Source: an optimization exercise on an open RTL-to-GDS flow (aim: small area). Production flows keep margins and buffers that such runs may drop.
Only simulation tests tie the RTL to the original design; equivalence was not proved.
Power is estimated from default activity; no workload was simulated.

<file path="flow/design.v">
package conv_pkg;
    localparam int IN_W  = 18;    
    localparam int ACC_W = 41;    
    localparam int XN    = 37;    
    localparam int WN    = 26;    
endpackage
module conv_top (
    input  logic        clk,
    input  logic        reset,
    input  logic [17:0] i_in_data,
    input  logic        i_in_valid,
    input  logic [3:0]  i_in_user,
    output logic        o_in_ready,
    output logic [40:0] o_out_data,
    output logic        o_out_valid,
    input  logic        i_out_ready
);
    localparam int XN = conv_pkg::XN;
    localparam int WN = conv_pkg::WN;
    typedef enum logic [1:0] {L_HDR, L_W, L_X} lstate_t;
    typedef enum logic [1:0] {C_IDLE, C_CALC, C_OUT} cstate_t;
    lstate_t ls;
    cstate_t cs;
    logic [5:0]  u;           
    logic [2:0]  ai, aj;      
    logic [2:0]  bi, bj;      
    logic [2:0]  k;
    logic [5:0]  lm1;         
    logic [6:0]  n_w;         
    logic [2:0]  r, c;        
    logic [3:0]  dig;         
    logic [6:0]  ahead;       
    logic [2:0]  hold;        
    logic        in_hs, go, last, last_c, last_pos, adv, frame_done;
    logic        x_wr, w_wr;
    wire held = (hold != 3'd0);
    wire a0   = (ai == 3'd0) && (aj == 3'd0);
    wire ab   = ai[2] && ai[0];               
    wire bb   = bi[2] && bi[0];               
    wire ul   = (u == lm1);
    always_comb begin
        case (k)
            3'd1:       lm1 = 6'd0;
            3'd2, 3'd3: lm1 = 6'd20;
            default:    lm1 = 6'(XN - 1);
        endcase
    end
    logic [XN*18-1:0] xr;
    logic [WN*18-1:0] wr;
    logic [17:0]      xh;     
    always_comb begin
        case (k)
            3'd1:       xh = xr[36*18 +: 18];
            3'd2, 3'd3: xh = xr[16*18 +: 18];
            default:    xh = xr[17:0];
        endcase
    end
    always_ff @(posedge clk) begin
        xr <= {x_wr ? i_in_data : xh, xr[XN*18-1:18]};
        wr <= {w_wr ? i_in_data : wr[17:0], wr[WN*18-1:18]};
    end
    assign ahead = n_w - {1'b0, r, c};
    always_comb begin
        case (ls)
            L_HDR:   o_in_ready = a0 && (u == 6'd0);
            L_W:     o_in_ready = ({ai, aj} == n_w[5:0]);
            default: o_in_ready = !n_w[6] && !held && (ahead <= 7'(lm1)) && (u == ahead[5:0]);
        endcase
    end
    assign in_hs = i_in_valid && o_in_ready;
    assign w_wr  = in_hs && ((ls == L_HDR && i_in_user[0]) || ls == L_W);
    assign x_wr  = in_hs && ((ls == L_HDR && !i_in_user[0]) || ls == L_X);
    always_ff @(posedge clk) begin
        if (reset) begin
            ls  <= L_HDR;
            k   <= 3'd5;          
        end else if (frame_done) begin
            ls  <= L_HDR;
        end else if (in_hs) begin
            case (ls)
                L_HDR: begin
                    if (i_in_user[0]) begin
                        k   <= i_in_user[3:1];
                        n_w <= (i_in_user[3:1] == 3'd1) ? 7'o50 : 7'd1;
                        ls  <= L_W;
                    end else begin
                        n_w <= 7'd1;
                        ls  <= L_X;
                    end
                end
                L_W: begin
                    if (n_w[5] && n_w[3]) begin
                        n_w <= '0;
                        ls  <= L_X;
                    end else if (n_w[2:0] == k - 3'd1) begin
                        n_w <= (n_w[5:3] == k - 3'd1) ? 7'o50 : {1'b0, n_w[5:3] + 3'd1, 3'd0};
                    end else begin
                        n_w <= n_w + 7'd1;
                    end
                end
                default: n_w <= n_w + 7'd1;
            endcase
        end
    end
    function automatic logic [5:0] w_next(input logic [2:0] i, input logic [2:0] j);
        if (i[2] && i[0])  w_next = 6'd0;
        else if (j == 3'd4) w_next = {i + 3'd1, 3'd0};
        else               w_next = {i, j + 3'd1};
    endfunction
    always_ff @(posedge clk) begin
        if (reset) begin
            u    <= '0;
            hold <= '0;
            ai   <= 3'd0;
            aj   <= 3'd0;
            bi   <= 3'd2;
            bj   <= 3'd3;
        end else begin
            if (!held) u <= ul ? 6'd0 : u + 6'd1;
            if (adv && !last_pos) hold <= last_c ? k : 3'd1;
            else if (held) hold <= hold - 3'd1;
            {ai, aj} <= w_next(ai, aj);
            {bi, bj} <= w_next(bi, bj);
        end
    end
    assign go       = (cs == C_IDLE) && (ls == L_X) && !held && (ahead >= 7'({k, 3'b000}) + 7'(k) - 7'd8) && bb && ul;
    assign last     = (cs == C_CALC) && (ab || bb) && ul;
    assign last_c   = (c == 3'(8 - k));
    assign last_pos = last_c && (r == 3'(8 - k));
    assign adv      = (cs == C_OUT) && i_out_ready;
    assign frame_done = adv && last_pos;
    logic tap_a, tap_b, tap;
    assign tap_a = (cs == C_CALC) && (ai < k) && (aj < k) && (u == {ai, aj});
    assign tap_b = (cs == C_CALC) && (bi < k) && (bj < k) && (u == {bi, bj});
    assign tap   = tap_a || tap_b;
    logic [23:0] acc;         
    logic [17:0] lo;
    logic [17:0] wh;
    logic [18:0] wx;
    logic [2:0]  bd;
    logic        neg, one, two;
    logic        neg_q, one_q, two_q;
    logic [17:0] xt;
    logic [18:0] mag;
    logic [23:0] addend;
    logic [23:0] sum;
    assign wh  = tap_b ? wr[13*18 +: 18] : wr[17:0];
    assign wx  = {wh, 1'b0};
    assign bd  = 3'(wx >> {dig, 1'b0});
    assign neg = tap && bd[2] && !(bd[1] && bd[0]);
    assign one = tap && (bd[1] ^ bd[0]);
    assign two = tap && ((bd == 3'b011) || (bd == 3'b100));
    always_ff @(posedge clk) begin
        neg_q <= neg;
        one_q <= one;
        two_q <= two;
    end
    assign xt  = xr[36*18 +: 18];
    assign mag = two_q ? {xt, 1'b0} : one_q ? {xt[17], xt} : 19'd0;
    assign addend = {{5{mag[18]}}, mag} ^ {24{neg_q}};
    logic [24:0] cy;          
    logic        cy_lo, cy_q;
    assign cy[0] = neg_q;
    for (genvar i = 0; i < 24; i++) begin : g_fa
        logic co;
        assign sum[i] = acc[i] ^ addend[i] ^ cy[i];
        assign co     = (acc[i] & addend[i]) | (acc[i] & cy[i]) | (addend[i] & cy[i]);
        if (i == 11) begin : g_split
            assign cy_lo   = co;
            assign cy[i+1] = cy_q;
        end else begin : g_chain
            assign cy[i+1] = co;
        end
    end
    always_ff @(posedge clk) cy_q <= cy_lo;
    always_ff @(posedge clk) begin
        if (go)        acc <= {{6{wr[13*18+17]}}, wr[13*18 +: 18]};    
        else if (last) acc <= {{2{sum[23]}}, sum[23:2]};
        else           acc <= sum;
        if (last)      lo  <= {sum[1:0], lo[17:2]};
    end
    always_ff @(posedge clk) begin
        if (reset) begin
            cs  <= C_IDLE;
            r   <= '0;
            c   <= '0;
        end else begin
            case (cs)
                C_IDLE: if (go) begin
                    cs  <= C_CALC;
                    dig <= '0;
                end
                C_CALC: begin
                    if (last) begin
                        dig <= dig + 4'd1;
                        if (dig == 4'd8) cs <= C_OUT;
                    end
                end
                default: if (adv) begin
                    cs <= C_IDLE;
                    if (last_c) begin
                        c <= '0;
                        r <= last_pos ? 3'd0 : r + 3'd1;
                    end else begin
                        c <= c + 3'd1;
                    end
                end
            endcase
        end
    end
    assign o_out_valid = (cs == C_OUT);
    assign o_out_data  = {acc[22:0], lo};
endmodule
</file>
<file path="flow/standard.sh">
#!/bin/bash
# synth_recipe.tcl (not shown) runs the flow's synth.tcl, then flattens the netlist and writes it again
# the make line also repeats each setting of config.mk as NAME=value (left out here)
make -C /OpenROAD-flow-scripts/flow DESIGN_CONFIG=/design/flow/config.mk WORK_HOME=/design/flow/orfs CLKGATE_MAP_FILE= SYNTH_SCRIPT=/design/flow/synth_recipe.tcl "${@:-finish}"
</file>
<file path="flow/config.mk">
export PLATFORM = sky130hd
export DESIGN_NAME = conv_top
export DESIGN_NICKNAME = conv_top
export VERILOG_FILES = /design/flow/design.v
export SDC_FILE = /design/flow/constraint.sdc
export NUM_CORES = 4
export LEC_CHECK = 0
export ABC_AREA = 0
export CAP_MARGIN = 20
export CORE_MARGIN = 2
export CORE_UTILIZATION = 75
export CTS_CLUSTER_DIAMETER = 60
export CTS_CLUSTER_SIZE = 30
export SLEW_MARGIN = 20
</file>
<file path="flow/flow/run.sh">
#!/bin/bash
# The standard layout (standard.sh), with two changes: the port buffers are
# the smallest buffer cell, and clock tree synthesis adds no dummy loads.
set -euo pipefail
export BUFFER_PORTS_ARGS="-buffer_cell sky130_fd_sc_hd__buf_1"
export CTS_ARGS="-sink_clustering_enable -repair_clock_nets -buf_list sky130_fd_sc_hd__clkbuf_8 -sink_clustering_size 18 -sink_clustering_max_diameter 50 -dont_use_dummy_load"
bash standard.sh > standard.log 2>&1
</file>
<file path="flow/constraint.sdc">
create_clock -name core_clock -period 9.0 [get_ports {clk}]
set_input_delay 1.8000 -clock core_clock [delete_from_list [all_inputs] [get_ports {clk}]]
set_output_delay 1.8000 -clock core_clock [all_outputs]
set_load 0.01 [all_outputs]
</file>
==> reports/results.txt, run 1 <==
The actual slew at the worst max-slew pin is 1.12 ns. The later pin in the worst-skew pair is clocked with a latency of 0.66 ns. Dividing the detail-routed via count by the number of cells gives 5.18.

The run gives 1 as the number of warnings issued by yosys. STA classifies the critical path startpoint as a register. The routed layout has 13200 vias. Worst setup timing slack at the placement stage: 2.69 ns.

The tools report the switching power as 2.13 mW. STA classifies the critical path endpoint as a register. For this run, design rule violations remaining after detail routing come to 0. The number of clock buffers inserted by TritonCTS came out at 81.

Category of the most critical setup path: register to register. The post-detailed-route wirelength per cell was 19.0 um; the layout net count was 2110. The maximum fanout along the worst path was 20. After synthesis, the most frequently instantiated cells are dfxtp_1 (1178), mux2_2 (68), nand2_1 (60), inv_1 (56). Setup repair after global routing left no endpoint under its margin.

After clock tree synthesis, the clock-pin slew on the worst setup and hold paths is 0.10 ns. The post-synthesis async set-or-reset flop share is 0. The run gives 0.252 as the headroom to the max-slew limit. The floorplan step set the die height to 206 um. In the final timing run, aggregate negative setup slack is 0 ns.

The power density normalized to cell area works out to 307 nW/um2. After layout, the worst setup slack is 2.66 ns. For this run, the leading register cell type out of synthesis is dfxtp_1. The logs give 0.763 for the starting density of the core and 0.0716 ns for the final clock skew. The area growth from synthesis to layout was 5.71%; the internal cell power was 7.76 mW. The flow ran to the end and the layout has no timing, DRC or antenna violations. The run gives 0 as the max-slew violation count. For this run the aggregate overflow at the end of global routing stands at 0.

Maximum buffer depth of the clock tree: 3. The root buffer cell is clkbuf_8. The die covers 42200 um2. The tool flagged a number of max-cap violations equal to 0.

The logs give 9.49 ns for the worst endpoint required time and 0 for the remaining antenna violation count after routing. The logs give 0.820 for the sequential area share after synthesis and 1923 for the instance count of the mapped netlist. The class of the most critical hold timing path is register to register. The switching power as a share of total power was 0.216. The synthesized area divided by synthesized cell count was 15.8 um2.

The run gives 2456 as the instance count after placement with tap cells included. The global-route usage over all layers is 0.237, and the portion of synthesized cell area occupied by the leading cell type is 0.774. The share of post-route cells with drive strength above 1 was 0.0944. TritonCTS built the clock tree. By area the synthesized netlist is led by dfxtp_1 (77%), edfxtp_1 (4.6%), mux2_2 (2.5%). Counting every sink on the clock net gives 1225. The largest area contributor in the synthesized netlist was dfxtp_1. The tools report the critical path arrival as 6.83 ns. The logs give 1 for the initial antenna violation count and 0.726 for the sequential power share. Setup slack on the worst reg-to-reg path comes out at 2.66 ns. The depth of the CTS H-tree is 3. The number of DRC markers after the initial detailed-route iteration is 819, and the highest clock frequency the design can meet is 0.158 GHz. The number of buffers inserted by post-CTS setup repair was 0; the number of flops mapped to enable cells by yosys was 47.

The most common cell in the synthesized netlist is dfxtp_1. The part of the cycle the worst path needs works out to 0.705. The count of distinct cell types in the synthesized netlist came out at 67. The tools report the number of hold-slack violations in the final timing report as 0. Setup violations remaining at the end of the flow were counted as 0. After floorplanning, the core was sized to cover 39900 um2. Entering global routing, the biggest net connects 33 pins. The logs give 0.228 for the portion of total power attributed to the clock network and 2539 for the count of placed standard cells in the final layout, fillers left out. The number of placement rows came out at 73.

The number of global-route vias before repair was 13500. The logs give 0.046 for the share of power burned in combinational logic and 0 for the number of hold buffers added after cts. The post-detailed-placement half-perimeter wirelength is 32300 um, and the number of resized instances in the post-cts repair step is 0. The run gives 13.0 nW as the leakage power.

The first global-routing pass estimated 74700 um of wire. Across the VDD grid, the largest voltage drop is 0.000255 V. The post-synthesis instance area is 30500 um2. For this run, the detailed router's first-pass iteration total came to 5. The final critical-path required period is 6.34 ns, and the post-detailed-routing wire length is 48200 um. The top-level I/O count was 69. When the netlist entered floorplanning its net count stood at 2019. X dimension of the die: 206 um. The count of input and output buffers is 68, and the final weighted congestion in routability-driven placement is 0.865. Counting flops and latches in the post-synthesis netlist gives 1225.
==> flip-flops by register name, indices dropped and copies added, names as in the netlist, 2 cells and up <==
register	flops
aj	3
bj	3
acc	24
c	3
bi	3
xr	666
ls	2
ai	3
lo	18
wr	468
cs	2
dig	4
hold	3
u	6
r	3
k	3
n_w	7
==> cell usage in the layout, fill, tap and decap left out, drive strengths merged, types with 3 or more instances in the layout <==
cell / count
a2111oi: 4
a211oi: 9
a21boi: 7
a21o: 6
a21oi: 24
a22oi: 23
a2bb2oi: 3
a41oi: 3
and2: 6
and3: 6
buf: 75
clkbuf: 81
dfxtp: 1178
edfxtp: 47
fa: 23
ha: 47
inv: 57
mux2: 78
mux2i: 21
mux4: 7
nand2: 60
nand2b: 12
nand3: 13
nand4: 6
nor2: 44
nor2b: 9
nor3: 8
nor3b: 3
nor4: 6
o21ai: 25
o21bai: 3
or2: 3
xnor2: 40
xor2: 40
==> power by group through the flow <==
stage	registers [mW]	logic [mW]	clock network (mW)
floorplan	7.05	0.349	0
global placement	7.23	0.427	0
detailed placement	7.30	0.445	0
CTS	7.20	0.449	2.32
global route	7.29	0.494	2.50
finish	7.18	0.450	2.26
==> cell type report <==
class,instances,area [um2]
Sequential cell,1225,25000
Fill cell,1990,7710
Multi-Input combinational cell,574,4910
Clock buffer,81,1110
Tap cell,525,657
Timing Repair Buffer,75,308
Inverter,57,214
Antenna cell,2,5.00
==> path summary, 6_finish.rpt <==
path	cells past startpoint	from	endpoint
setup / recovery	20	two_q	acc[21]
hold / removal	0	wr[88]	wr[70]
setup reg to reg	20	two_q	acc[21]
hold reg to reg	0	wr[88]	wr[70]
==> layer usage <==
layer  track usage  up-vias  part of all wire
met2         0.372      304              0.46
li1              -     6348                 -
met1         0.324     6400              0.46
met3        0.0591      101             0.056
met4        0.0843        0             0.030
met5             0        -                 0
==> through the flow <==
step                      power [mW]  utilization  instance area (um2)  hold WS, ns
final                           9.89        0.807                32200        0.282
after detailed placement        7.75        0.779                31100        0.312
after floorplan                 7.40            -                30500        0.310
after global routing            10.3        0.807                32200        0.284
after global placement          7.65        0.779                31100        0.310
after CTS                       9.97        0.806                32200        0.284
==> kinds of logic after synthesis <==
kind of cell             count (synthesis)  share of synthesized area
flip-flops                            1225                      0.820
multiplexers                           106                     0.0421
AO/OA/AOI/OAI                          131                     0.0309
adder cells (fa/ha/maj)                 70                     0.0344
buffers and inverters                  124                     0.0188
AND/OR/NAND/NOR                        186                     0.0295
XOR/XNOR                                81                     0.0237
==> worst max-delay path, cell delays in order, from the launching register on <==
cell       delay [ns]
dfxtp_1          0.77
nor2b_1          0.10
buf_4            0.23
a22oi_1          0.20
xnor2_1          0.18
fa_1             0.24
fa_1             0.18
inv_1            0.08
fa_1             0.38
fa_1             0.39
fa_1             0.39
fa_1             0.40
fa_1             0.40
fa_1             0.41
fa_1             0.40
fa_1             0.40
fa_1             0.39
xnor2_1          0.20
xnor2_1          0.12
a32oi_1          0.25
a2bb2oi_1        0.11
==> run 2: changes to the inputs <==
--- a/flow/design.v
+++ b/flow/design.v
@@ -29,7 +29,7 @@
     logic [6:0]  n_w;         
     logic [2:0]  r, c;        
     logic [3:0]  dig;         
-    logic [6:0]  ahead;       
+    logic [5:0]  ahead;       
     logic [2:0]  hold;        
     logic        in_hs, go, last, last_c, last_pos, adv, frame_done;
     logic        x_wr, w_wr;
@@ -59,12 +59,11 @@
         xr <= {x_wr ? i_in_data : xh, xr[XN*18-1:18]};
         wr <= {w_wr ? i_in_data : wr[17:0], wr[WN*18-1:18]};
     end
-    assign ahead = n_w - {1'b0, r, c};
     always_comb begin
         case (ls)
             L_HDR:   o_in_ready = a0 && (u == 6'd0);
             L_W:     o_in_ready = ({ai, aj} == n_w[5:0]);
-            default: o_in_ready = !n_w[6] && !held && (ahead <= 7'(lm1)) && (u == ahead[5:0]);
+            default: o_in_ready = !n_w[6] && !held && (ahead <= lm1) && (u == ahead);
         endcase
     end
     assign in_hs = i_in_valid && o_in_ready;
@@ -111,19 +110,23 @@
         if (reset) begin
             u    <= '0;
             hold <= '0;
+            ahead <= '0;
             ai   <= 3'd0;
             aj   <= 3'd0;
             bi   <= 3'd2;
             bj   <= 3'd3;
         end else begin
             if (!held) u <= ul ? 6'd0 : u + 6'd1;
+            if (ls == L_HDR) ahead <= {5'd0, x_wr};
+            else if (x_wr)   ahead <= ahead + 6'd1;
+            else if (held)   ahead <= ahead - 6'd1;
             if (adv && !last_pos) hold <= last_c ? k : 3'd1;
             else if (held) hold <= hold - 3'd1;
             {ai, aj} <= w_next(ai, aj);
             {bi, bj} <= w_next(bi, bj);
         end
     end
-    assign go       = (cs == C_IDLE) && (ls == L_X) && !held && (ahead >= 7'({k, 3'b000}) + 7'(k) - 7'd8) && bb && ul;
+    assign go       = (cs == C_IDLE) && (ls == L_X) && !held && ({1'b0, ahead} >= 7'({k, 3'b000}) + 7'(k) - 7'd8) && bb && ul;
     assign last     = (cs == C_CALC) && (ab || bb) && ul;
     assign last_c   = (c == 3'(8 - k));
     assign last_pos = last_c && (r == 3'(8 - k));
--- a/flow/config.mk
+++ b/flow/config.mk
@@ -8,7 +8,7 @@
 export ABC_AREA = 0
 export CAP_MARGIN = 20
 export CORE_MARGIN = 2
-export CORE_UTILIZATION = 75
+export CORE_UTILIZATION = 70
 export CTS_CLUSTER_DIAMETER = 60
 export CTS_CLUSTER_SIZE = 30
 export SLEW_MARGIN = 20
==> run 2 against run 1 <==
  * Clock skew rose by 0.021 ns
  * Core utilization down 5.8 points
  * Combinational power increased by about 30%
  * Sequential share of layout area is 0.59 points higher
  * Still clean on timing, DRC and antenna
  * Sequential power up 2%
  * First-iteration DRC count fell by 10%
  * Largest cell class unchanged
  * Flip-flop and latch count up 6
  * Synthesized cell count is 2.3% higher
==> reports/results.txt, run 2 <==
Largest area contributor in the synthesized netlist: dfxtp_1 (unchanged). The tools report the global-route usage over all layers as 0.211 (was 0.237). Class of the most critical hold timing path: register to register (unchanged).

TritonCTS built the clock tree. The share of post-route cells with drive strength above 1 is 0.0671 (was 0.0944), and the layout net count is 2152 (was 2110). For the number of hold-slack violations in the final timing report, the log shows 0 (unchanged).

Hold path depth: 0 (unchanged). The post-detailed-route wirelength per cell was 17.2 um (was 19.0 um). The worst setup slack for register-to-register paths is 2.86 ns (was 2.66 ns). The tools report the total DRC errors in the routed layout as 0 (unchanged). The run gives 0.274 ns (was 0.282 ns) as the minimum hold slack. The global-route wire length before repair was 71000 um (was 74700 um); the number of clock buffers inserted by TritonCTS was 82 (was 81).

The number of vias per cell was 4.91 (was 5.18). The delay of the slowest critical-path stage works out to 0.71 ns (was 0.77 ns). The remaining antenna violation count after routing was 0 (unchanged); the post-synthesis instance area was 30300 um2 (was 30500 um2). The logs give 0.000267 V (was 0.000255 V) for the worst IR drop on VDD and 9.57 ns (was 9.49 ns) for the worst endpoint required time. The post-detailed-placement half-perimeter wirelength was 29700 um (was 32300 um); the number of global-route vias before repair was 13100 (was 13500). Top Registers: xr (666), wr (468), acc (24) (unchanged).

The number of flops mapped to enable cells by yosys is 47 (unchanged). The power density normalized to cell area was 318 nW/um2 (was 307 nW/um2). The post-route worst setup slack is 2.86 ns (was 2.66 ns). The area growth from synthesis to layout was 6.00% (was 5.71%). The final standard cell utilization of the core was 0.749 (was 0.807).

The sequential area share after synthesis was 0.829 (was 0.820); the synthesized area divided by synthesized cell count was 15.4 um2 (was 15.8 um2). The worst reg-to-reg path cell count works out to 20 (unchanged). Max-slew violation count: 0 (unchanged). The tools report the hold path startpoint as wr[185] (was wr[88]). The overall overflow remaining after global route is 0 (unchanged).

Largest cells by area after synthesis: dfxtp_1 (78%), edfxtp_1 (4.7%), ha_1 (1.8%) (was dfxtp_1 (77%), edfxtp_1 (4.6%), mux2_2 (2.5%)). Kind of cell with the highest combined delay on the critical path: adder cells (unchanged). The x dimension of the die was 212 um (was 206 um).

Ordered list of cells on the worst path: nor2b_1, buf_4, a22oi_1, xnor2_1, fa_1, fa_1, inv_1, fa_1, fa_1, fa_1, fa_1, fa_1, fa_1, fa_1, fa_1, fa_1, xor2_1, xnor2_1, o21ai_0, a2bb2oi_1 (was nor2b_1, buf_4, a22oi_1, xnor2_1, fa_1, fa_1, inv_1, fa_1, fa_1, fa_1, fa_1, fa_1, fa_1, fa_1, fa_1, fa_1, xnor2_1, xnor2_1, a32oi_1, a2bb2oi_1). The top register by number of flip-flops is xr (unchanged). Setup repair after global routing left no endpoint under its margin.

The most numerous cell on the critical path was fa_1 (unchanged). The logs give 0 (unchanged) for the number of resized instances in the post-cts repair step and 4590 um2 (was 4910 um2) for the footprint of the multi-input gates. The register bit count reported by yosys came out at 1231 (was 1225).

The number of warnings issued by yosys came out at 1 (unchanged). The max-cap check violation count is 0 (unchanged). The commonest non-fill, non-tap cell in the layout is dfxtp_1 (unchanged).

The number of failing setup endpoints in the final timing report is 0 (unchanged), and the first-pass detailed-route iteration total is 5 (unchanged). The register area was 25100 um2 (was 25000 um2); the maximum buffer depth of the clock tree was 3 (unchanged). The area of the core was 42900 um2 (was 39900 um2). The tools report the initial antenna violation count as 0 (was 1).

The kind of end point of the critical path is a register (unchanged). Root buffer cell: clkbuf_8 (unchanged). The number of clock sinks is 1231 (was 1225), and the post-synthesis async set-or-reset flop share is 0 (unchanged). The run gives 3 (unchanged) as the depth of the CTS H-tree. The highest clock frequency the design can meet is 0.163 GHz (was 0.158 GHz). The top flip-flop cell by instance count after synthesis is dfxtp_1 (unchanged). The overall power is 10.2 mW (was 9.89 mW), and the part of the cycle the worst path needs is 0.682 (was 0.705).

The logs give 737 (was 819) for the number of DRC markers after the initial detailed-route iteration and 0 (unchanged) for the number of buffers inserted by post-CTS setup repair. The register clock-pin slew on the reported worst setup and hold paths is 0.10 ns (about the same), and the number of hold buffers added after cts is 0 (unchanged). The final clock skew was 0.0926 ns (was 0.0716 ns); the clock latency of the later-clocked register in the worst-skew pair was 0.67 ns (was 0.66 ns). The synthesized netlist net count is 2060 (was 2019). Category of the most critical setup path: register to register (unchanged).

The tools report the aggregate negative setup slack as 0 ns (unchanged). For the number of placement rows, the log shows 76 (was 73). The tools report the worst hold endpoint as wr[167] (was wr[70]). The library cell with the highest instance count after synthesis was dfxtp_1 (unchanged). The starting density of the core is 0.706 (was 0.763). The portion of synthesized cell area occupied by the leading cell type is 0.782 (was 0.774).

Most frequent cells after synthesis: dfxtp_1 (1184), nand2_1 (90), nor2_1 (83), a21oi_1 (56), inv_1 (54) (was dfxtp_1 (1178), mux2_2 (68), nand2_1 (60), inv_1 (56)). The maximum fanout along the worst path came out at 20 (unchanged). The endpoint of the worst-slack reg-to-reg timing path is acc[22] (was acc[21]).

For the top-level I/O count, the log shows 69 (unchanged). The actual slew at the worst max-slew pin is 1.01 ns (was 1.12 ns). The logs give 32100 um2 (was 32200 um2) for the finished layout cell area and 2642 (was 2539) for the count of placed standard cells in the final layout, fillers left out. The number of flip-flops in the largest register was 666 (unchanged). The flow ran to the end and the layout has no timing, DRC or antenna violations. The count of input and output buffers came out at 68 (unchanged). The post-detailed-routing wire length is 45400 um (was 48200 um), and the largest net degree at the start of global routing is 51 (was 33).

For the antenna diode count, the log shows 0 (was 2). The critical path arrival is 6.71 ns (was 6.83 ns). The instance count of the mapped netlist is 1967 (was 1923). For the number of vias after detailed routing, the log shows 13000 (was 13200). The cell type of the slowest stage on the worst timing path was dfxtp_1 (unchanged). The final critical-path required period works out to 6.14 ns (was 6.34 ns). The nature of the critical path startpoint is a register (unchanged). The run gives 2580 (was 1990) as the number of filler instances in the final layout. The source of the worst register-to-register timing path is two_q (unchanged).

The leakage power was 13.2 nW (was 13.0 nW); the die outline height was 212 um (was 206 um). For the final weighted congestion in routability-driven placement, the log shows 0.861 (was 0.865). The run gives 64 (was 67) as the count of distinct cell types in the synthesized netlist. The number of buffers and inverters on the critical path is 2 (unchanged), and the headroom to the max-slew limit is 0.327 (was 0.252). Highest-count cells in the layout ignoring fill and taps: dfxtp_1 (1184), nand2_1 (90), nor2_1 (83), clkbuf_8 (82), buf_1 (68) (was dfxtp_1 (1178), clkbuf_8 (81), mux2_2 (68), buf_1 (68), nand2_1 (60)). The standard cell area after detailed placement came out at 31000 um2 (was 31100 um2).

For the floorplan die area, the log shows 45000 um2 (was 42200 um2). The instance count after placement with tap cells included was 2560 (was 2456); the worst setup timing slack at the placement stage was 2.85 ns (was 2.69 ns).
run 2: cell types whose count changed after synthesis, sizes merged, moves of 5 or more:
cell   before   now
nor3        8    17
buf        32    38
a21oi      24    56
and2        6     1
mux2i      21    32
nand2      60    90
mux2       78    24
dfxtp    1178  1184
nor2       44    83
run 2: logic make-up (layout without fill, tap and decap cells):
group,Yosys count,after routing,synth area share
adders and majority gates,67,67,0.0334
AOI/OAI and AO/OA,135,135,0.0276
muxes,64,64,0.0254
buffers and inverters,125,215,0.0196
and+or+nand+nor,263,263,0.0412
xor gates and xnor gates,82,82,0.0237
DFF,1231,1231,0.829
run 2: worst max path at each step:
stage	startpoint	end	slack, ns	cells past startpoint
after floorplan	neg_q	acc[21]	3.15	19
after global placement	two_q	acc[22]	2.99	20
after detailed placement	two_q	acc[9]	2.85	19
after CTS	two_q	acc[22]	2.87	20
after global routing	two_q	acc[22]	2.49	20
final	two_q	acc[22]	2.86	20
run 2: layer usage:
metal | routed length [um] | GRT usage | part of all wire
met1 | 22100 | 0.303 | 0.49
met2 | 20100 | 0.321 | 0.44
met3 | 1930 | 0.0442 | 0.042
met4 | 1330 | 0.0767 | 0.029
met5 | 0 | 0 | 0
run 2: layout make-up:
cell class              instances  share of cell area
flip-flops and latches       1231               0.782
multi-input cells             611               0.143
clock buffers                  82              0.0351
well taps                     585              0.0228
repair buffers                 79              0.0105
inverters                      54             0.00631
run 2: worst reg2reg max path, cell delays in order, from the launching register on:
cell and delay [ns]:
dfxtp_1 0.71, nor2b_1 0.10, buf_4 0.22, a22oi_1 0.18, xnor2_1 0.16, fa_1 0.22
fa_1 0.18, inv_1 0.06, fa_1 0.40, fa_1 0.40, fa_1 0.40, fa_1 0.40
fa_1 0.39, fa_1 0.39, fa_1 0.39, fa_1 0.39, fa_1 0.38, xor2_1 0.16
xnor2_1 0.13, o21ai_0 0.23, a2bb2oi_1 0.22
run 2: where the power goes:
part / internal [mW] / switching (mW) / total, mW
combinational: 0.239 / 0.346 / 0.585
clock: 0.821 / 1.47 / 2.29
sequential: 6.87 / 0.470 / 7.34
total: 7.93 / 2.28 / 10.2

==> static timing again, ports no longer ideal <==
No port has a modelled driver above. Below, the same layouts with a new extraction and two added sets of constraints. Step 1 sets driving cells, clkbuf_16 on the clock port and buf_2 on the other inputs (assumed; they add their load-dependent delay and slew). Step 2 times the ports against the registers' clock, not the clock port: input delays grow and output delays shrink by t, the midpoint of the rising clock arrivals with the driver on. Slacks: ideal / step 1 / step 2; pairs: ideal / step 1.
| run | shift t [ns] | slack for setup (ns) | latest minus earliest clock arrival (ns) | worst register clock-pin slew, ns | pins driven straight from the clock port |
|---|---|---|---|---|---|
| run 1 | 0.675 | 2.657 / 2.657 / 2.657 | 0.072 / 0.072 | 0.11 / 0.11 | 1 |
| run 2 | 0.681 | 2.862 / 2.862 / 2.862 | 0.094 / 0.094 | 0.11 / 0.11 | 1 |
After both steps setup and hold are still met in every run listed.
